From an optimization exercise on the open Yosys and OpenROAD flow, aimed at small area; shortcuts taken in it are not production practice. RTL that was checked went through simulation tests only; none was proved equivalent to the original. Function not checked in runs 3 and 4: the RTL went through the layout flow alone. Power figures rest on the tool's default switching activity, not on a simulated workload.

**flow/flow/run.sh**
```bash
#!/bin/bash
# Own layout flow: the standard ORFS flow (standard.sh), with
#  - the port buffers made with the smallest buffer (buf_1) instead of
#    buffer_ports' default choice,
#  - clock tree synthesis without dummy loads, with smaller leaf buffers.
# Every tool's output stays in orfs/logs/; make's own output goes to make_finish.log.
set -euo pipefail
export BUFFER_PORTS_ARGS="-buffer_cell sky130_fd_sc_hd__buf_1"
export CTS_ARGS="-sink_clustering_enable -repair_clock_nets -dont_use_dummy_load -root_buf sky130_fd_sc_hd__clkbuf_16 -buf_list sky130_fd_sc_hd__clkbuf_8 -sink_clustering_size 18 -sink_clustering_max_diameter 50"
bash standard.sh "BUFFER_PORTS_ARGS=$BUFFER_PORTS_ARGS" "CTS_ARGS=$CTS_ARGS" finish > make_finish.log 2>&1
```
**flow/standard.sh**
```bash
#!/bin/bash
# synth_recipe.tcl (not shown) runs the flow's synth.tcl, then flattens the netlist and writes it again
# the make line also repeats each setting of config.mk as NAME=value (left out here)
make -C /OpenROAD-flow-scripts/flow DESIGN_CONFIG=/design/flow/config.mk WORK_HOME=/design/flow/orfs CLKGATE_MAP_FILE= SYNTH_SCRIPT=/design/flow/synth_recipe.tcl "${@:-finish}"
```
**flow/config.mk**
```make
export PLATFORM = sky130hd
export DESIGN_NAME = motion_queue_sequencer
export DESIGN_NICKNAME = motion_queue_sequencer
export VERILOG_FILES = /design/flow/design.v
export SDC_FILE = /design/flow/constraint.sdc
export NUM_CORES = 4
export LEC_CHECK = 0
export CAP_MARGIN = 10
export CORE_MARGIN = 2
export CORE_UTILIZATION = 60
export GPL_TIMING_DRIVEN = 0
export PLACE_DENSITY = 0.68
export SLEW_MARGIN = 10
```
**flow/constraint.sdc**
```tcl
create_clock -name core_clock -period 8.0 [get_ports {clk}]
set_input_delay 1.6000 -clock core_clock [delete_from_list [all_inputs] [get_ports {clk}]]
set_output_delay 1.6000 -clock core_clock [all_outputs]
set_load 0.01 [all_outputs]
```
**flow/design.v**
```verilog
package motion_pkg;
    localparam int AXES = 5;
    localparam int MOVE_W = AXES * 64;
    typedef logic signed [31:0] steps_t;
endpackage
module move_fifo #(
    parameter int  DEPTH = 8,
    parameter int  W     = 320,
    localparam int AW    = $clog2(DEPTH)
) (
    input  logic          clk,
    input  logic          reset,
    input  logic          push_i,    
    input  logic [W-1:0]  data_i,
    input  logic          pop_i,     
    input  logic          ld_i,      
    input  logic          flush_i,
    output logic [W-1:0]  data_o,
    output logic [AW:0]   count_o
);
    logic [W-1:0]  mem_q [0:DEPTH-1];
    logic [AW-1:0] wr_ptr_q;
    logic [AW-1:0] rd_ptr_q;
    logic [AW:0]   count_q;
    logic          do_push;
    logic          do_pop;
    assign count_o = count_q;
    assign do_push = push_i && !flush_i;
    assign do_pop  = pop_i && !flush_i;
    always_ff @(posedge clk) begin
        for (int i = 0; i < DEPTH; i++) begin
            if (do_push && (wr_ptr_q == AW'(i))) begin
                mem_q[i] <= data_i;
            end
        end
    end
    always_comb begin
        data_o = '0;
        for (int i = 0; i < DEPTH; i++) begin
            data_o = data_o | (mem_q[i] & {W{ld_i && (rd_ptr_q == AW'(i))}});
        end
    end
    always_ff @(posedge clk) begin
        if (reset || flush_i) begin
            wr_ptr_q <= '0;
            rd_ptr_q <= '0;
            count_q  <= '0;
        end else begin
            if (do_push) begin
                wr_ptr_q <= wr_ptr_q + 1'b1;
            end
            if (do_pop) begin
                rd_ptr_q <= rd_ptr_q + 1'b1;
            end
            if (do_push && !do_pop) begin
                count_q <= count_q + 1'b1;
            end else if (!do_push && do_pop) begin
                count_q <= count_q - 1'b1;
            end
        end
    end
endmodule
module motion_queue_sequencer #(
    parameter int  DEPTH = 8,
    localparam int AW    = $clog2(DEPTH)
) (
    input  logic               clk,
    input  logic               reset,
    input  logic               cmd_valid,
    output logic               cmd_ready,
    input  logic [31:0]        cmd_speed_x,
    input  logic [31:0]        cmd_speed_y,
    input  logic [31:0]        cmd_speed_z,
    input  logic [31:0]        cmd_speed_e0,
    input  logic [31:0]        cmd_speed_e1,
    input  logic signed [31:0] cmd_num_x,
    input  logic signed [31:0] cmd_num_y,
    input  logic signed [31:0] cmd_num_z,
    input  logic signed [31:0] cmd_num_e0,
    input  logic signed [31:0] cmd_num_e1,
    input  logic               abort,
    input  logic               clear_error,
    output logic [31:0]        speed_x_main,
    output logic [31:0]        speed_y_main,
    output logic [31:0]        speed_z_main,
    output logic [31:0]        speed_e0_main,
    output logic [31:0]        speed_e1_main,
    output logic signed [31:0] num_x_m,
    output logic signed [31:0] num_y_m,
    output logic signed [31:0] num_z_m,
    output logic signed [31:0] num_e0_m,
    output logic signed [31:0] num_e1_m,
    output logic               start_driving_main,
    input  logic               finish,
    input  logic               error,
    input  logic [31:0]        num_x_now,
    input  logic [31:0]        num_y_now,
    input  logic [31:0]        num_z_now,
    input  logic [31:0]        num_e0_now,
    input  logic [31:0]        num_e1_now,
    output logic signed [31:0] pos_x,
    output logic signed [31:0] pos_y,
    output logic signed [31:0] pos_z,
    output logic signed [31:0] pos_e0,
    output logic signed [31:0] pos_e1,
    input  logic               pos_load,
    input  logic signed [31:0] pos_load_x,
    input  logic signed [31:0] pos_load_y,
    input  logic signed [31:0] pos_load_z,
    input  logic signed [31:0] pos_load_e0,
    input  logic signed [31:0] pos_load_e1,
    output logic               busy,
    output logic               halted,
    output logic [AW:0]        count,
    output logic [31:0]        moves_done
);
    localparam int W = motion_pkg::MOVE_W;
    localparam logic [2:0] ST_IDLE    = 3'd0;
    localparam logic [2:0] ST_LOAD    = 3'd1;
    localparam logic [2:0] ST_RUN     = 3'd2;
    localparam logic [2:0] ST_RELEASE = 3'd3;
    localparam logic [2:0] ST_HALT    = 3'd4;
    logic [2:0]   state_q;
    logic [2:0]   state_d;
    logic         s_idle, s_load, s_run, s_rel, s_halt;
    logic [W-1:0] cmd_in;
    logic [W-1:0] head_ld;
    logic [W-1:0] move_q;
    logic [31:0]  moves_done_q;
    logic         abort_act;
    logic         go_halt;
    logic         fifo_flush;
    logic         fifo_push;
    logic         ld;
    logic         interrupt;
    assign s_idle = (state_q == ST_IDLE);
    assign s_load = (state_q == ST_LOAD);
    assign s_run  = (state_q == ST_RUN);
    assign s_rel  = (state_q == ST_RELEASE);
    assign s_halt = (state_q == ST_HALT);
    assign cmd_in = {cmd_num_e1, cmd_num_e0, cmd_num_z, cmd_num_y, cmd_num_x,
                     cmd_speed_e1, cmd_speed_e0, cmd_speed_z, cmd_speed_y, cmd_speed_x};
    assign abort_act  = abort && !s_halt;
    assign go_halt    = (s_run && finish && error && !abort) || (s_halt && !clear_error);
    assign fifo_flush = abort_act || go_halt;
    assign cmd_ready  = !count[3] && !s_halt;
    assign fifo_push  = cmd_valid && cmd_ready && !abort_act;
    assign ld         = s_load && !abort_act;
    assign interrupt  = s_run && (abort || (finish && error));
    move_fifo #(.DEPTH(DEPTH), .W(W)) u_fifo (
        .clk     (clk),
        .reset   (reset),
        .push_i  (fifo_push),
        .data_i  (cmd_in),
        .pop_i   (s_load),
        .ld_i    (ld),
        .flush_i (fifo_flush),
        .data_o  (head_ld),
        .count_o (count)
    );
    always_comb begin
        state_d = state_q;
        case (state_q)
            ST_IDLE:    if (count != '0) state_d = ST_LOAD;
            ST_LOAD:    state_d = ST_RUN;
            ST_RUN:     if (finish) state_d = error ? ST_HALT : ST_RELEASE;
            ST_RELEASE: state_d = ST_IDLE;
            ST_HALT:    if (clear_error) state_d = ST_IDLE;
            default:    state_d = ST_IDLE;
        endcase
        if (abort_act) begin
            state_d = ST_IDLE;
        end
    end
    always_ff @(posedge clk) begin
        if (reset) begin
            state_q <= ST_IDLE;
        end else begin
            state_q <= state_d;
        end
    end
    assign start_driving_main = s_run;
    assign halted             = s_halt;
    assign busy               = !s_idle || (count != '0);
    always_ff @(posedge clk) begin
        move_q <= head_ld | (move_q & {W{!ld}});
    end
    always_ff @(posedge clk) begin
        if (reset) begin
            moves_done_q <= '0;
        end else if (s_run && finish && !error && !abort) begin
            moves_done_q <= moves_done_q + 1'b1;
        end
    end
    assign moves_done    = moves_done_q;
    assign speed_x_main  = move_q[0*32 +: 32];
    assign speed_y_main  = move_q[1*32 +: 32];
    assign speed_z_main  = move_q[2*32 +: 32];
    assign speed_e0_main = move_q[3*32 +: 32];
    assign speed_e1_main = move_q[4*32 +: 32];
    assign num_x_m       = move_q[5*32 +: 32];
    assign num_y_m       = move_q[6*32 +: 32];
    assign num_z_m       = move_q[7*32 +: 32];
    assign num_e0_m      = move_q[8*32 +: 32];
    assign num_e1_m      = move_q[9*32 +: 32];
    logic [4:0][31:0] pos_q;
    logic [4:0][31:0] pos_load_vec;
    logic [4:0][31:0] now_vec;
    logic [4:0][31:0] num_vec;
    logic             p_load;
    logic             p_rel;
    logic             p_int;
    assign pos_load_vec = {pos_load_e1, pos_load_e0, pos_load_z, pos_load_y, pos_load_x};
    assign now_vec      = {num_e1_now, num_e0_now, num_z_now, num_y_now, num_x_now};
    assign num_vec      = move_q[W-1:W/2];
    assign p_load = !reset && pos_load && (s_idle || s_halt);
    assign p_rel  = !reset && s_rel;
    assign p_int  = !reset && interrupt;
    for (genvar a = 0; a < 5; a++) begin : g_pos
        logic        neg;
        logic [31:0] opa;
        logic [31:0] opb;
        logic [31:0] sum;
        assign neg = p_int && num_vec[a][31];
        assign opa = pos_q[a] & {32{!(reset || p_load)}};
        assign opb = ({32{p_rel}}  & num_vec[a])
                   | ({32{p_int}}  & (now_vec[a] ^ {32{neg}}))
                   | ({32{p_load}} & pos_load_vec[a]);
        logic [31:0] p, g;
        logic [32:0] cy;
        assign p     = opa ^ opb;
        assign g     = opa & opb;
        assign cy[0] = neg;
        for (genvar i = 0; i < 32; i += 2) begin : g_pair
            assign cy[i+1] = g[i] | (p[i] & cy[i]);
            assign cy[i+2] = g[i+1] | (p[i+1] & g[i]) | (p[i+1] & p[i] & cy[i]);
        end
        assign sum = p ^ cy[31:0];
        always_ff @(posedge clk) begin
            pos_q[a] <= sum;
        end
    end
    assign pos_x  = pos_q[0];
    assign pos_y  = pos_q[1];
    assign pos_z  = pos_q[2];
    assign pos_e0 = pos_q[3];
    assign pos_e1 = pos_q[4];
endmodule
```
==> reports/metrics.csv, run 1 <==
metric,value,unit
final setup violation count,5,
Synth cell types,64,
Clock Latency Late Sink,0.90,ns
Post-DP HPWL,284000,µm
outcome,finished with violations,
Worst Hold End,move_q[174]$_DFF_P_,
Row Count,160,
period utilization,1.03,
CP max FO,11,
Synth top area share,0.666,
critical path arrival,8.93,ns
Die Width,443,µm
Worst Skew,0.0969,ns
clock power share,0.230,
crit-path max cell delay,1.04,ns
I/O Pins,1168,
min Tclk post-route,8.21,ns
worst hold start,u_fifo.mem_q[5][174]$_DFFE_PP_,
vias in the first global route,70500,
largest cells by area after synthesis,"edfxtp_1, dfxtp_1, a22oi_1",
Peak Freq,0.122,GHz
Seq cells post-synth,3085,
RSZ-0062 raised after global routing,no,
cell-internal power,22.6,mW
Switching Share,0.289,
Flop pwr share,0.630,
count of pins over their slew limit,1,
Post-Syn Nets,8084,
Comb pwr share,0.139,
Fillers,13600,
antenna-violating nets left,0,
wire per inst,35.4,µm
PortBufs,1167,
DR vias/cell,6.71,
CP Data Required Time,8.73,ns
Longest Clk Path Bufs,3,
leading area contributor after synthesis,edfxtp_1,
Clock Pin Slew Worst Setup and Hold Paths,0.10,ns
post-route design area,0.128,mm²
CTS Root Cell,clkbuf_16,
initial antenna violation count,146,
Layout Nets,9557,
"count leader, synth",edfxtp_1,
Non-Filler Instances,11300,
initial cell density of the core,0.605,
Max Cap Viol,2,
final setup margin,-0.207,ns
CTS tree,done,
Area after DPL,0.125,mm²
hold_ws,0.443,ns
Die Y,443,µm
Slew HR,-0.00927,
Die Area,0.196,mm²
worst-path cell chain,"buf_1, clkbuf_2, a21oi_2, clkdlybuf4s15_1, clkbuf_1, and2_1, ha_1, a211o_1, a211oi_1, o41a_1, o21ai_1, a31oi_1, nor3_2, o41ai_4, o21a_1, fa_1, xor2_1, xnor2_1",
slowest CP cell,clkdlybuf4s15_1,
Core Footprint,0.191,mm²
slew of the pin with the lowest slew margin,1.50,ns
H-tree Lvls,4,
violated checks,"max-capacitance violations, max-slew violations, negative setup slack",
# clock sinks,3085,
DRC,0,
synth cell count leaders,"edfxtp_1, a22oi_1, dfxtp_1",
NetSw,9.19,mW
CTS buffer count,234,
final hold vios,0,
RR Endpoint,pos_q[31]$_DFF_P_,
Layout area overhead,11.1,%
Leakage,40.8,nW
RePlAce Congestion,1.04,
Avg Inst Size Synth,16.0,µm²
gr ovfl total,0,
post-synthesis sequential area ratio,0.757,
first-pass GRT wire length,543000,µm
yosys synthesis warning count,3,
cell count of the worst hold path,2,
crit path launch type,primary input,
worst r2r src,state_q[0]$_SDFFE_PP0P_,
Netlist Area Pre-Place,0.115,mm²
most common flop cell mapped by yosys,edfxtp_1,
ys async rst share,0,
VDD IR max,0.000217,V
via count,75700,
Reg2Reg Depth,17,
Placed Cells,10900,
worst reg-to-reg setup slack,0.35,ns
Power Density,248,mW/mm²
largest net degree at the start of global routing,51,
initial drt markers,12000,
Final Power,31.8,mW
1st-pass router iterations,10,
CP endpoint kind,flop,
worst hold path type,reg2reg,
Tot GR Track Use,0.397,
Mapped Cells,7189,
share of cells above drive strength 1,0.0419,
final WL,399000,µm
WS Path Type,in2reg,
"EDFF count, synth",2560,
-- stage by stage --
stage / utilization / worst slack, ns / setup TNS (ns)
detailed placement: 0.654 / -1.70 / -42.65
global placement: 0.645 / -10.35 / -
finish: 0.673 / -0.207 / -0.388
floorplan: - / -2.45 / -3015.64
CTS: 0.671 / 0.134 / 0
global route: 0.672 / 0.00184 / 0
-- layout make-up --
| type | instances | area [µm²] | area share |
|---|---|---|---|
| Antenna cell | 109 | 273 | 0.00213 |
| Buffer | 458 | 1780 | 0.0139 |
| Clock buffer | 234 | 3230 | 0.0252 |
| Inverter | 222 | 833 | 0.00650 |
| Multi-Input combinational cell | 3424 | 25500 | 0.199 |
| Sequential cell | 3085 | 87400 | 0.682 |
| Tap cell | 2511 | 3140 | 0.0245 |
| Timing Repair Buffer | 1237 | 6080 | 0.0474 |
-- worst max-delay path by stage --
stage	from	end	slack, ns	cells past startpoint
2_1_floorplan	finish	u_fifo.mem_q[2][0]$_DFFE_PP_	-2.45	6
3_3_place_gp	abort	u_fifo.mem_q[2][132]$_DFFE_PP_	-10.35	6
3_5_place_dp	reset	pos_q[31]$_DFF_P_	-1.70	20
4_1_cts	reset	pos_q[159]$_DFF_P_	0.13	20
5_1_grt	reset	pos_q[31]$_DFF_P_	0.002	18
6_report	reset	pos_q[31]$_DFF_P_	-0.21	18
-- per-layer routing --
layer	vias up	track usage	share of wire
met5	-	0	0.0011
li1	31600	-	-
met1	38100	0.498	0.35
met3	975	0.101	0.11
met2	4903	0.607	0.46
met4	66	0.287	0.079
-- worst max-delay path, delay by kind of cell --
family	cells	cell delay, ns
adders and majority gates	2	0.51
AOI/OAI and AO/OA	8	3.66
xor gates and xnor gates	2	0.33
buffers and inverters	4	2.40
and+or+nand+nor	2	0.40
-- state kept, by name, summed over array words and instances (netlist names) --
name and cells:
u_fifo.mem_q 2560, move_q 320, pos_q 160, moves_done_q 32
u_fifo.count_q 4, state_q 3, u_fifo.rd_ptr_q 3, u_fifo.wr_ptr_q 3
-- placed cells by master, fill, tap and decap left out, types with 175 or more instances in the layout --
cell type,n
dfxtp_1,525
xnor2_1,229
o21ai_0,175
a221oi_1,320
a222oi_1,325
clkbuf_8,233
nand3_1,340
edfxtp_1,2560
a22oi_1,790
clkbuf_1,406
inv_1,221
nor2_1,396
buf_1,1183
-- power groups by stage --
stage,Sequential (mW),Combinational (mW),Clock (mW)
floorplan,19.7,1.83,0
global placement,20.3,4.24,0
detailed placement,20.3,4.35,0
CTS,19.9,4.37,7.32
global route,20.0,4.67,7.84
finish,20.0,4.43,7.32
-- cells by family after synthesis --
group	after synthesis	synth area share
multiplexers	2	0.000174
AO/OA/AOI/OAI	1841	0.125
XOR/XNOR	268	0.0203
AND/OR/NAND/NOR	1066	0.0430
buffers and inverters	680	0.0222
adder cells (fa/ha/maj)	247	0.0321
flip-flops	3085	0.757
-- timing repair --
action | 4_1_cts | 5_1_grt
setup endpoints to repair | 18 | 6
resized for setup | 12 | 7
hold buffers | 0 | 0
setup buffers | 0 | 0
==> inputs of run 2 (changes only) <==
==> flow/flow/run.sh (replaced) <==
#!/bin/bash
# Own layout flow: the standard ORFS flow (standard.sh), with
#  - the port buffers made with the smallest buffer (buf_1) instead of
#    buffer_ports' default choice,
#  - clock tree synthesis without dummy loads, with smaller leaf buffers.
# Every tool's output stays in orfs/logs/; make's own output goes to make_finish.log.
set -euo pipefail
export BUFFER_PORTS_ARGS="-buffer_cell sky130_fd_sc_hd__buf_1"
export CTS_ARGS="-sink_clustering_enable -repair_clock_nets -dont_use_dummy_load -root_buf sky130_fd_sc_hd__clkbuf_16 -buf_list sky130_fd_sc_hd__clkbuf_8 -sink_clustering_size 20 -sink_clustering_max_diameter 50"
bash standard.sh "BUFFER_PORTS_ARGS=$BUFFER_PORTS_ARGS" "CTS_ARGS=$CTS_ARGS" finish > make_finish.log 2>&1
--- a/flow/config.mk
+++ b/flow/config.mk
@@ -5,9 +5,8 @@
 export SDC_FILE = /design/flow/constraint.sdc
 export NUM_CORES = 4
 export LEC_CHECK = 0
-export CAP_MARGIN = 10
+export CAP_MARGIN = 20
 export CORE_MARGIN = 2
 export CORE_UTILIZATION = 60
-export GPL_TIMING_DRIVEN = 0
 export PLACE_DENSITY = 0.68
-export SLEW_MARGIN = 10
+export SLEW_MARGIN = 20
==> reports/metrics.csv, run 2 <==
metric,value,unit,change
wire per inst,33.8,µm,-4.4%
outcome,no timing/DRC/antenna violations,,
clock power share,0.226,,-0.004
CTS tree,done,,
ys async rst share,0,,unchanged
Tot GR Track Use,0.364,,-0.0339
CP Launch Point,reset,,
CTS Root Cell,clkbuf_16,,
RSZ-0062 raised after global routing,no,,
Slew HR,0.192,,+0.202
CTS buffer count,224,,-4.3%
period utilization,0.770,,-0.256
dpl ws,1.07,ns,+2.77 ns
worst-path cell chain,"clkbuf_2, inv_1, and3_4, buf_4, a22oi_1, o21ai_0, ha_1, a21oi_1, o21bai_1, a221o_1, a221o_1, a31oi_1, buf_4, nor3_2, o41ai_1, o21a_1, fa_1, xor2_1, xnor2_1",,
H-tree Lvls,4,,unchanged
DR vias/cell,6.71,,about the same
Reg2Reg Depth,18,,+1
via count,72800,,-3.9%
leading area contributor after synthesis,edfxtp_1,,
final WL,366000,µm,-8.2%
Die Area,0.196,mm²,unchanged
"count leader, synth",edfxtp_1,,
I/O Pins,1168,,unchanged
largest net degree at the start of global routing,143,,+180%
Die Width,443,µm,unchanged
final hold vios,0,,unchanged
Switching Share,0.287,,-0.00259
Peak Freq,0.162,GHz,+33%
CP Data Required Time,8.69,ns,-0.04 ns
Mapped Cells,7189,,unchanged
CP max FO,55,,+44
Post-DP HPWL,232000,µm,-18%
yosys synthesis warning count,3,,unchanged
Final Power,31.5,mW,-0.85%
synth cell count leaders,"edfxtp_1, a22oi_1, dfxtp_1",,
hold buffers post-CTS,0,,unchanged
cell-internal power,22.5,mW,-0.49%
Clock Latency Late Sink,0.87,ns,-0.03 ns
"most common cell after layout, fill and taps aside",edfxtp_1,,
Largest Register,u_fifo.mem_q,,
worst hold path type,reg2reg,,
slew of the pin with the lowest slew margin,1.21,ns,-0.286 ns
"EDFF count, synth",2560,,unchanged
Post-CTS Setup Bufs,0,,unchanged
Layout Nets,9133,,-4.4%
worst reg-to-reg setup slack,2.12,ns,+1.77 ns
biggest regs,"u_fifo.mem_q x2560, move_q x320, pos_q x160",,
Post-Syn Nets,8084,,unchanged
CP endpoint kind,flop,,
initial drt markers,10400,,-14%
Fillers,13600,,-0.32%
crit path launch type,primary input,,
Max Cap Viol,0,,-2
post-synthesis sequential area ratio,0.757,,unchanged
Layout area overhead,9.20,%,
most common flop cell mapped by yosys,edfxtp_1,,
initial cell density of the core,0.605,,unchanged
# clock sinks,3085,,unchanged
Longest Clk Path Bufs,3,,unchanged
Flop pwr share,0.638,,+0.008
PortBufs,1167,,unchanged
Synth top area share,0.666,,unchanged
largest cells by area after synthesis,"edfxtp_1, dfxtp_1, a22oi_1",,
gr ovfl total,0,,unchanged
Die Y,443,µm,unchanged
number of flip-flops in the largest register,2560,,unchanged
min Tclk post-route,6.16,ns,-2.05 ns
crit-path max cell delay,0.76,ns,-0.28 ns
vias in the first global route,67300,,-4.5%
initial antenna violation count,153,,+4.8%
Worst Skew,0.113,ns,+0.0163 ns
Power Density,250,mW/mm²,+0.91%
Clock Pin Slew Worst Setup and Hold Paths,0.12,ns,+0.02 ns
RePlAce Congestion,1.02,,-1.6%
final setup violation count,0,,-5
most frequent cells in the layout,"edfxtp_1, buf_1, a22oi_1, dfxtp_1, nor2_1",,
worst hold start,u_fifo.mem_q[5][26]$_DFFE_PP_,,
Comb pwr share,0.136,,-0.003
slowest CP cell,and3_4,,
Seq cells post-synth,3085,,unchanged
antenna-violating nets left,0,,unchanged
Post-CTS Resized,0,,-12
first-pass GRT wire length,508000,µm,-6.4%
end of the critical path,pos_q[31]$_DFF_P_,,
Synth cell types,64,,unchanged
WS Path Type,in2reg,,
Netlist Area Pre-Place,0.115,mm²,unchanged
DRC,0,,unchanged
share of cells above drive strength 1,0.0458,,+0.00386
VDD IR max,0.000204,V,-6.1%
Avg Inst Size Synth,16.0,µm²,unchanged
count of pins over their slew limit,0,,-1
NetSw,9.03,mW,-1.7%
RR Endpoint,pos_q[31]$_DFF_P_,,
1st-pass router iterations,9,,-1
Leakage,40.0,nW,-1.9%
Row Count,160,,unchanged
Core Footprint,0.191,mm²,unchanged
worst r2r src,state_q[0]$_SDFFE_PP0P_,,
final setup margin,1.84,ns,+2.05 ns
critical path arrival,6.86,ns,-2.07 ns
## run 2: cell count changes in the layout (fill, tap and decap cells not counted), moves of 10 or more
cell | before | now
buf_1 | 1183 | 1166
buf_16 | 46 | 0
clkbuf_8 | 233 | 223
buf_4 | 3 | 75
clkbuf_1 | 406 | 0
buf_12 | 20 | 39
clkbuf_2 | 31 | 1
diode_2 | 109 | 93
## run 2: how the worst min path moves through the flow
stage          slack (ns)  cells past startpoint             endpoint
6_report             0.41                      2   move_q[26]$_DFF_P_
5_1_grt              0.46                      2   move_q[26]$_DFF_P_
4_1_cts              0.43                      2   move_q[26]$_DFF_P_
3_5_place_dp         0.46                      2  move_q[140]$_DFF_P_
3_3_place_gp         0.45                      2  move_q[228]$_DFF_P_
2_1_floorplan        0.44                      2    move_q[0]$_DFF_P_
## run 2: cell type report
class,instances,area [µm²],area share
diodes,93,233,0.00185
clock buffers,224,3090,0.0246
inverters,222,841,0.00667
multi-input cells,3424,25600,0.203
flip-flops and latches,3085,87400,0.694
well taps,2511,3140,0.0249
repair buffers,1281,5730,0.0454
## run 2: metrics by stage
| stage | instances | util | hold WS, ns | cell area (µm²) | setup TNS [ns] |
|---|---|---|---|---|---|
| floorplan | 7189 | - | 0.445 | 115000 | -3015.64 |
| global placement | 10500 | 0.644 | 0.454 | 123000 | 0 |
| detailed placement | 10500 | 0.644 | 0.458 | 123000 | 0 |
| CTS | 10700 | 0.660 | 0.425 | 126000 | 0 |
| global route | 10800 | 0.661 | 0.455 | 126000 | 0 |
| finish | 10800 | 0.661 | 0.415 | 126000 | 0 |
## run 2: layer usage
layer | global-route usage | part of all wire | vias up
met2 | 0.545 | 0.46 | 4087
met4 | 0.217 | 0.064 | 62
met3 | 0.0907 | 0.10 | 808
met5 | 0 | 0.0012 | -
met1 | 0.485 | 0.37 | 37100
li1 | - | - | 30700
## run 2: cells by family after synthesis
logic type | after synthesis | synth area share
fa+ha+maj | 247 | 0.0321
buf+inv | 680 | 0.0222
xor+xnor | 268 | 0.0203
flops | 3085 | 0.757
simple gates | 1066 | 0.0430
compound gates | 1841 | 0.125
mux | 2 | 0.000174
## run 2: power by group through the flow
stage | clock network [mW] | registers [mW] | logic (mW)
global route | 7.72 | 20.1 | 4.54
CTS | 7.20 | 20.0 | 4.25
detailed placement | 0 | 20.4 | 4.24
global placement | 0 | 20.3 | 4.20
finish | 7.13 | 20.1 | 4.29
floorplan | 0 | 19.7 | 1.83
## run 2: worst max-delay path, delay by kind of cell
kind / cells / cell delay [ns]
buffers and inverters: 4 / 1.01
adder cells (fa/ha/maj): 2 / 0.52
AND/OR/NAND/NOR: 2 / 0.81
AO/OA/AOI/OAI: 9 / 2.54
XOR/XNOR: 2 / 0.31
==> inputs of run 3 (changes only) <==
--- a/flow/design.v
+++ b/flow/design.v
@@ -207,37 +207,24 @@
     logic [4:0][31:0] pos_load_vec;
     logic [4:0][31:0] now_vec;
     logic [4:0][31:0] num_vec;
-    logic             p_load;
-    logic             p_rel;
-    logic             p_int;
     assign pos_load_vec = {pos_load_e1, pos_load_e0, pos_load_z, pos_load_y, pos_load_x};
     assign now_vec      = {num_e1_now, num_e0_now, num_z_now, num_y_now, num_x_now};
     assign num_vec      = move_q[W-1:W/2];
-    assign p_load = !reset && pos_load && (s_idle || s_halt);
-    assign p_rel  = !reset && s_rel;
-    assign p_int  = !reset && interrupt;
     for (genvar a = 0; a < 5; a++) begin : g_pos
         logic        neg;
-        logic [31:0] opa;
-        logic [31:0] opb;
+        logic [31:0] opnd;
         logic [31:0] sum;
-        assign neg = p_int && num_vec[a][31];
-        assign opa = pos_q[a] & {32{!(reset || p_load)}};
-        assign opb = ({32{p_rel}}  & num_vec[a])
-                   | ({32{p_int}}  & (now_vec[a] ^ {32{neg}}))
-                   | ({32{p_load}} & pos_load_vec[a]);
-        logic [31:0] p, g;
-        logic [32:0] cy;
-        assign p     = opa ^ opb;
-        assign g     = opa & opb;
-        assign cy[0] = neg;
-        for (genvar i = 0; i < 32; i += 2) begin : g_pair
-            assign cy[i+1] = g[i] | (p[i] & cy[i]);
-            assign cy[i+2] = g[i+1] | (p[i+1] & g[i]) | (p[i+1] & p[i] & cy[i]);
-        end
-        assign sum = p ^ cy[31:0];
+        assign neg  = num_vec[a][31] && !s_rel;
+        assign opnd = s_rel ? num_vec[a] : (now_vec[a] ^ {32{neg}});
+        assign sum  = pos_q[a] + opnd + {31'd0, neg};
         always_ff @(posedge clk) begin
-            pos_q[a] <= sum;
+            if (reset) begin
+                pos_q[a] <= '0;
+            end else if (pos_load && (s_idle || s_halt)) begin
+                pos_q[a] <= pos_load_vec[a];
+            end else if (s_rel || interrupt) begin
+                pos_q[a] <= sum;
+            end
         end
     end
     assign pos_x  = pos_q[0];
==> flow/run.sh (new file) <==
#!/bin/bash
# synth_recipe.tcl (not shown) runs the flow's synth.tcl, then flattens the netlist and writes it again
# the make line also repeats each setting of config.mk as NAME=value (left out here)
make -C /OpenROAD-flow-scripts/flow DESIGN_CONFIG=/design/flow/config.mk WORK_HOME=/design/flow/orfs CLKGATE_MAP_FILE= SYNTH_SCRIPT=/design/flow/synth_recipe.tcl finish
--- a/flow/config.mk
+++ b/flow/config.mk
@@ -7,6 +7,5 @@
 export LEC_CHECK = 0
 export CAP_MARGIN = 20
 export CORE_MARGIN = 2
-export CORE_UTILIZATION = 60
-export PLACE_DENSITY = 0.68
+export CORE_UTILIZATION = 40
 export SLEW_MARGIN = 20
removed: flow/flow/run.sh
removed: flow/standard.sh
==> reports/metrics.csv, run 3 <==
metric,value,unit,change
Avg Inst Size Synth,15.1,µm²,-6.1%
post-synthesis sequential area ratio,0.741,,-0.0162
WS Path Type,reg2reg,,
final setup violation count,0,,unchanged
Post-CTS Resized,0,,unchanged
worst hold path type,reg2reg,,
Core Footprint,0.294,mm²,+54%
# clock sinks,3085,,unchanged
hold_ws,0.432,ns,+0.0168 ns
Power Density,307,mW/mm²,+23%
initial drt markers,9741,,-6.0%
Tot GR Track Use,0.266,,-0.0974
CTS Root Cell,clkbuf_16,,
worst r2r src,state_q[0]$_SDFFE_PP0P_,,
yosys synthesis warning count,3,,unchanged
1st-pass router iterations,9,,unchanged
Mapped Cells,7823,,+8.8%
largest cells by area after synthesis,"edfxtp_1, dfxtp_1, a22oi_1",,
RSZ-0062 raised after global routing,no,,
final hold vios,0,,unchanged
antenna-violating nets left,0,,unchanged
outcome,no timing/DRC/antenna violations,,
area occupied by multi-input gates,0.0284,mm²,+11%
total negative slack,0,ns,unchanged
slew of the pin with the lowest slew margin,1.16,ns,-0.0555 ns
count of pins over their slew limit,0,,unchanged
initial cell density of the core,0.402,,-0.204
Seq cells post-synth,3085,,unchanged
via count,78400,,+7.7%
"most common cell after layout, fill and taps aside",edfxtp_1,,
Clock Latency Late Sink,0.92,ns,+0.05 ns
Largest Register,u_fifo.mem_q,,
H-tree Lvls,5,,+1
synth cell count leaders,"edfxtp_1, nor2_1, a22oi_1",,
Netlist Area Pre-Place,0.118,mm²,+2.2%
Max Cap Viol,0,,unchanged
number of flip-flops in the largest register,2560,,unchanged
Post-Syn Nets,8648,,+7.0%
Post-CTS Setup Bufs,0,,unchanged
first-pass GRT wire length,576000,µm,+13%
Synth top area share,0.652,,-0.0142
CP Launch Point,state_q[0]$_SDFFE_PP0P_,,
VDD IR max,0.000234,V,+15%
most frequent cells in the layout,"edfxtp_1, clkdlybuf4s50_1, nor2_1, a22oi_1, dfxtp_1",,
Slew HR,0.229,,+0.0370
Die Y,547,µm,+24%
Row Count,199,,+24%
leading area contributor after synthesis,edfxtp_1,,
critical path arrival,6.19,ns,-0.67 ns
Longest Clk Path Bufs,4,,+1
DRC,0,,unchanged
CP Data Required Time,8.78,ns,+0.09 ns
"EDFF count, synth",2560,,unchanged
"count leader, synth",edfxtp_1,,
min Tclk post-route,5.42,ns,-0.746 ns
Synth cell types,84,,+31%
biggest regs,"u_fifo.mem_q x2560, move_q x320, pos_q x160",,
DR vias/cell,5.95,,-11%
Die Width,547,µm,+24%
RePlAce Congestion,0.918,,-10%
CTS buffer count,326,,+46%
hold buffers post-CTS,0,,unchanged
final WL,415000,µm,+13%
CP max FO,127,,+130%
PortBufs,1167,,unchanged
Fillers,24600,,+82%
I/O Pins,1168,,unchanged
vias in the first global route,74600,,+11%
largest net degree at the start of global routing,169,,+18%
Leakage,47.5,nW,+19%
share of cells above drive strength 1,0.0748,,+0.0291
Storage cell area,0.0874,mm²,unchanged
Layout Nets,9762,,+6.9%
Post-DP HPWL,264000,µm,+14%
Die Area,0.299,mm²,+53%
gr ovfl total,0,,unchanged
wire per inst,31.5,µm,-6.9%
CP endpoint kind,flop,,
Layout area overhead,23.3,%,
Worst Skew,0.0526,ns,-0.0606 ns
period utilization,0.677,,-0.0932
ys async rst share,0,,unchanged
post-route design area,0.145,mm²,+15%
worst hold start,u_fifo.mem_q[1][229]$_DFFE_PP_,,
Clock Pin Slew Worst Setup and Hold Paths,0.07,ns,-0.05 ns
Area after DPL,0.134,mm²,+9.4%
CTS tree,done,,
initial antenna violation count,142,,-7.2%
Peak Freq,0.185,GHz,+14%
most common flop cell mapped by yosys,edfxtp_1,,
crit path launch type,flop,,
## run 3: cell count changes after synthesis, moves of 38 or more
cell | previous run | this run
and2_1 | 100 | 10
a311oi_1 | 1 | 39
a22oi_1 | 790 | 646
o21ai_0 | 177 | 95
a2111oi_0 | 2 | 42
a21oi_1 | 86 | 328
a21o_1 | 36 | 103
inv_1 | 221 | 54
fa_1 | 81 | 11
nand2_1 | 135 | 230
buf_2 | 1 | 59
nor2_1 | 396 | 722
a211oi_1 | 12 | 60
## run 3: metrics by stage
step	utilization	setup slack, ns	cells	power [mW]
after CTS	0.495	2.69	13100	44.8
after floorplan	-	-2.46	7823	24.3
after detailed placement	0.457	1.95	12500	29.4
after global placement	0.457	1.98	12500	29.3
after global routing	0.495	2.24	13200	46.2
final	0.495	2.58	13200	44.7
## run 3: cell type report
| cell class | instances | area share |
|---|---|---|
| inverters | 54 | 0.00145 |
| multi-input cells | 4161 | 0.195 |
| flip-flops and latches | 3085 | 0.601 |
| well taps | 3919 | 0.0337 |
| clock inverters | 162 | 0.0143 |
| clock buffers | 437 | 0.0616 |
| diodes | 51 | 0.000878 |
| repair buffers | 1309 | 0.0918 |
## run 3: cells by family (layout without fill, tap and decap cells)
kind of cell | count (synthesis) | in the layout | share of synthesized area
other | 0 | 51 | 0
adder cells (fa/ha/maj) | 177 | 177 | 0.0195
flip-flops | 3085 | 3085 | 0.741
multiplexers | 12 | 12 | 0.00102
XOR/XNOR | 319 | 319 | 0.0237
AO/OA/AOI/OAI | 2139 | 2139 | 0.139
buffers and inverters | 577 | 1962 | 0.0191
AND/OR/NAND/NOR | 1514 | 1514 | 0.0566
## run 3: where the power goes
group | leakage, nW | internal [mW] | switching, mW
combinational | 14.7 | 4.27 | 5.01
clock | 5.36 | 8.98 | 6.49
sequential | 27.5 | 18.4 | 1.45
## run 3: path summary, 6_finish.rpt
kind              slack (ns)                     end  cells past startpoint
setup / recovery        2.58  pos_q[28]$_SDFFE_PP0P_                     16
hold / removal          0.43     move_q[229]$_DFF_P_                      2
setup reg to reg        2.58  pos_q[28]$_SDFFE_PP0P_                     16
hold reg to reg         0.43     move_q[229]$_DFF_P_                      2
## run 3: per-layer routing
layer,up-vias,wire length [µm],GRT usage
li1,33800,-,-
met3,746,44200,0.0777
met1,39800,164000,0.353
met2,4041,189000,0.412
met4,110,16700,0.104
met5,-,698,0
## run 3: critical path: stages, from the launching register on
cell,delay (ns)
dfxtp_1,0.49
nand3b_1,0.51
buf_12,0.38
nand2_1,0.19
o21ai_0,0.13
fa_1,0.57
fa_1,0.47
nand2b_1,0.20
a21oi_1,0.21
o211ai_1,0.15
a311oi_1,0.35
o21ai_0,0.19
a21oi_1,0.44
nand2_1,0.11
o21ai_0,0.21
xnor2_1,0.09
a2111oi_0,0.36
==> inputs of run 4 (changes only) <==
==> flow/flow/run.sh (new file) <==
#!/bin/bash
# Own layout flow: the standard ORFS flow, with
#  - the port buffers made with the smallest buffer (buf_1) instead of
#    buffer_ports' default choice,
#  - clock tree synthesis without dummy loads.
# Every tool's output stays in orfs/logs; make's own output goes to make_finish.log.
set -euo pipefail
export BUFFER_PORTS_ARGS="-buffer_cell sky130_fd_sc_hd__buf_1"
export CTS_ARGS="-sink_clustering_enable -repair_clock_nets -dont_use_dummy_load"
bash standard.sh "BUFFER_PORTS_ARGS=$BUFFER_PORTS_ARGS" "CTS_ARGS=$CTS_ARGS" finish > make_finish.log 2>&1
==> flow/standard.sh (new file) <==
#!/bin/bash
# synth_recipe.tcl (not shown) runs the flow's synth.tcl, then flattens the netlist and writes it again
# the make line also repeats each setting of config.mk as NAME=value (left out here)
make -C /OpenROAD-flow-scripts/flow DESIGN_CONFIG=/design/flow/config.mk WORK_HOME=/design/flow/orfs CLKGATE_MAP_FILE= SYNTH_SCRIPT=/design/flow/synth_recipe.tcl "${@:-finish}"
removed: flow/run.sh
==> reports/metrics.csv, run 4 <==
metric,value,unit,change
initial cell density of the core,0.402,,unchanged
ys async rst share,0,,unchanged
period utilization,0.691,,+0.0139
Row Count,199,,unchanged
worst path buffer plus inverter count,2,,+1
DR vias/cell,6.05,,+1.7%
Synth cell types,84,,unchanged
CTS Root Cell,clkbuf_16,,
Post-CTS Setup Bufs,0,,unchanged
CP endpoint kind,flop,,
Die Area,0.299,mm²,unchanged
Synth Area in XOR/XNOR,0.0237,,unchanged
Die Y,547,µm,unchanged
Synth Area in Simple Gates,0.0566,,unchanged
Avg Inst Size Synth,15.1,µm²,unchanged
RSZ-0062 raised after global routing,no,,
Die Width,547,µm,unchanged
Power Density,300,mW/mm²,-2.4%
largest family of logic cells by synthesized area,compound AO/OA/AOI/OAI gates,,
H-tree Lvls,5,,unchanged
Worst Skew,0.0861,ns,+0.0335 ns
synth cell count leaders,"edfxtp_1, nor2_1, a22oi_1",,
CP max FO,162,,+28%
leading area contributor after synthesis,edfxtp_1,,
largest net degree at the start of global routing,163,,-3.6%
slowest CP cell,fa_1,,
biggest regs,"u_fifo.mem_q x2560, move_q x320, pos_q x160",,
via count,78200,,-0.21%
vias in the first global route,74200,,-0.60%
Fillers,25800,,+4.8%
Tot GR Track Use,0.263,,-0.00272
worst r2r src,state_q[2]$_SDFFE_PP0P_,,
Largest Register,u_fifo.mem_q,,
Layout area overhead,14.8,%,
number of flip-flops in the largest register,2560,,unchanged
hold buffers post-CTS,0,,unchanged
mux cell area share after synthesis,0.00102,,unchanged
WS Path Type,reg2reg,,
"count leader, synth",edfxtp_1,,
initial antenna violation count,140,,-1.4%
total negative slack,0,ns,unchanged
largest cells by area after synthesis,"edfxtp_1, dfxtp_1, a22oi_1",,
crit-path max cell delay,0.57,ns,about the same
CTS buffer count,324,,-0.61%
final hold vios,0,,unchanged
Max Cap Viol,0,,unchanged
"most common cell after layout, fill and taps aside",edfxtp_1,,
wire per inst,31.7,µm,+0.87%
Mapped Cells,7823,,unchanged
final WL,410000,µm,-1.0%
met2 wire length,185000,µm,-1.9%
RePlAce Congestion,0.951,,+3.6%
Leakage,43.2,nW,-9.1%
Synth Area in Adders,0.0195,,unchanged
Netlist Area Pre-Place,0.118,mm²,unchanged
Synth top area share,0.652,,unchanged
crit path launch type,flop,,
DRC,0,,unchanged
outcome,no timing/DRC/antenna violations,,
Post-Syn Nets,8648,,unchanged
worst hold start,u_fifo.mem_q[6][298]$_DFFE_PP_,,
count of pins over their slew limit,0,,unchanged
antenna-violating nets left,0,,unchanged
most frequent cells in the layout,"edfxtp_1, buf_1, nor2_1, a22oi_1, dfxtp_1",,
Area after DPL,0.127,mm²,-5.4%
slew of the pin with the lowest slew margin,1.27,ns,+0.110 ns
gr ovfl total,0,,unchanged
worst-path cell chain,"nand3b_1, buf_4, buf_12, o21ai_0, fa_1, fa_1, nor2b_4, o211ai_2, a21oi_2, o31a_1, a221oi_4, o31ai_2, a22o_1, a21oi_1, xor2_1, a2111oi_0",,
area occupied by multi-input gates,0.0284,mm²,unchanged
# clock sinks,3085,,unchanged
PortBufs,1167,,unchanged
first-pass GRT wire length,569000,µm,-1.2%
Clock Pin Slew Worst Setup and Hold Paths,0.06,ns,about the same
met1 WL,161000,µm,-2.1%
CTS tree,done,,
Seq cells post-synth,3085,,unchanged
Post-CTS Resized,0,,unchanged
max layer used,met5,,
Longest Clk Path Bufs,4,,unchanged
I/O Pins,1168,,unchanged
share of cells above drive strength 1,0.0597,,-0.0151
Clock Latency Late Sink,0.89,ns,-0.03 ns
Placed Cells,12500,,+0.12%
most common flop cell mapped by yosys,edfxtp_1,,
Slew HR,0.156,,-0.0733
min Tclk post-route,5.53,ns,+0.111 ns
critical path arrival,6.25,ns,+0.06 ns
Post-DP HPWL,262000,µm,-0.75%
Peak Freq,0.181,GHz,-2.0%
Worst path most repeated cell,fa_1,,
post-route design area,0.135,mm²,-6.9%
post-synthesis compound-gate area fraction,0.139,,unchanged
Storage cell area,0.0874,mm²,unchanged
CP Data Required Time,8.72,ns,-0.06 ns
Non-Filler Instances,12900,,-1.9%
Layout Nets,9775,,+0.13%
"EDFF count, synth",2560,,unchanged
worst hold path type,reg2reg,,
final setup violation count,0,,unchanged
initial drt markers,10400,,+6.4%
post-synthesis sequential area ratio,0.741,,unchanged
yosys synthesis warning count,3,,unchanged
hold_ws,0.412,ns,-0.0192 ns
VDD IR max,0.000202,V,-14%
1st-pass router iterations,10,,+1
met3 routed WL,44500,µm,+0.64%
Core Footprint,0.294,mm²,unchanged
CP Launch Point,state_q[2]$_SDFFE_PP0P_,,
Finished Core Util,0.461,,-0.0344
Crit path max-delay family,compound AO/OA/AOI/OAI gates,,
## run 4: final cells by class
type,count,area share
Sequential cell,3085,0.646
Tap cell,3919,0.0362
Antenna cell,63,0.00117
Timing Repair Buffer,1324,0.0455
Multi-Input combinational cell,4161,0.210
Inverter,54,0.00155
Clock buffer,324,0.0599
## run 4: path summary, 6_finish.rpt
kind / end / slack, ns / cells after the start
setup / recovery: pos_q[122]$_SDFFE_PP0P_ / 2.47 / 16
hold / removal: move_q[298]$_DFF_P_ / 0.41 / 2
setup reg to reg: pos_q[122]$_SDFFE_PP0P_ / 2.47 / 16
hold reg to reg: move_q[298]$_DFF_P_ / 0.41 / 2
## run 4: cell families after synthesis
logic type | count (synthesis)
mux | 12
xor+xnor | 319
fa+ha+maj | 177
flops | 3085
simple gates | 1514
compound gates | 2139
buf+inv | 577
## run 4: per-layer routing
layer,vias up,track usage
li1,33600,-
met1,39800,0.345
met2,4015,0.403
met3,804,0.0808
met4,106,0.115
met5,-,0
## run 4: tightest hold or removal path, delay by kind of cell (launching register included)
family | cells | cell delay [ns]
compound gates | 1 | 0.06
flops | 1 | 0.31
simple gates | 1 | 0.06
## run 4: metrics by stage
step	setup WS [ns]	total power, mW
2_1_floorplan	-2.46	24.3
3_3_place_gp	2.31	28.0
3_5_place_dp	2.31	28.0
4_1_cts	2.61	40.6
5_1_grt	2.17	42.0
6_report	2.47	40.5
## run 4: power breakdown
| part | internal (mW) | switching [mW] |
|---|---|---|
| sequential | 18.5 | 1.34 |
| clock | 7.08 | 5.59 |
| combinational | 2.98 | 5.10 |

[separate check: timing with driven ports]
Ports are ideal in the flow. The routed layouts listed here were re-timed in OpenROAD.
Step 1, drivers: a clkbuf_16 drives clk and a buf_2 each remaining input, both assumed.
Step 2, shift: input delay + t, output delay - t, t = (earliest + latest rising clock arrival at the registers) / 2. This alone moves slack from input paths to output paths.
a / b / c = ideal / step 1 / step 2; a / b = the first two.
run | shift t [ns] | setup slack, ns | hold WS [ns] | clock arrival spread, ns | pins driven straight from the clock port
run 1 | 0.938 | -0.207 / -0.167 / -1.105 | 0.443 / 0.443 / 0.443 | 0.126 / 0.125 | 1
run 2 | 0.905 | 1.838 / 1.908 / 1.003 | 0.415 / 0.415 / 0.415 | 0.118 / 0.118 | 1
run 3 | 1.020 | 2.584 / 2.584 / 1.869 | 0.432 / 0.432 / 0.432 | 0.078 / 0.078 | 1
run 4 | 0.972 | 2.473 / 2.473 / 2.201 | 0.412 / 0.412 / 0.412 | 0.119 / 0.119 | 1
For run 1, which loses most, drivers alone change the setup slack by +0.040 ns; drivers and shift together by -0.898 ns.
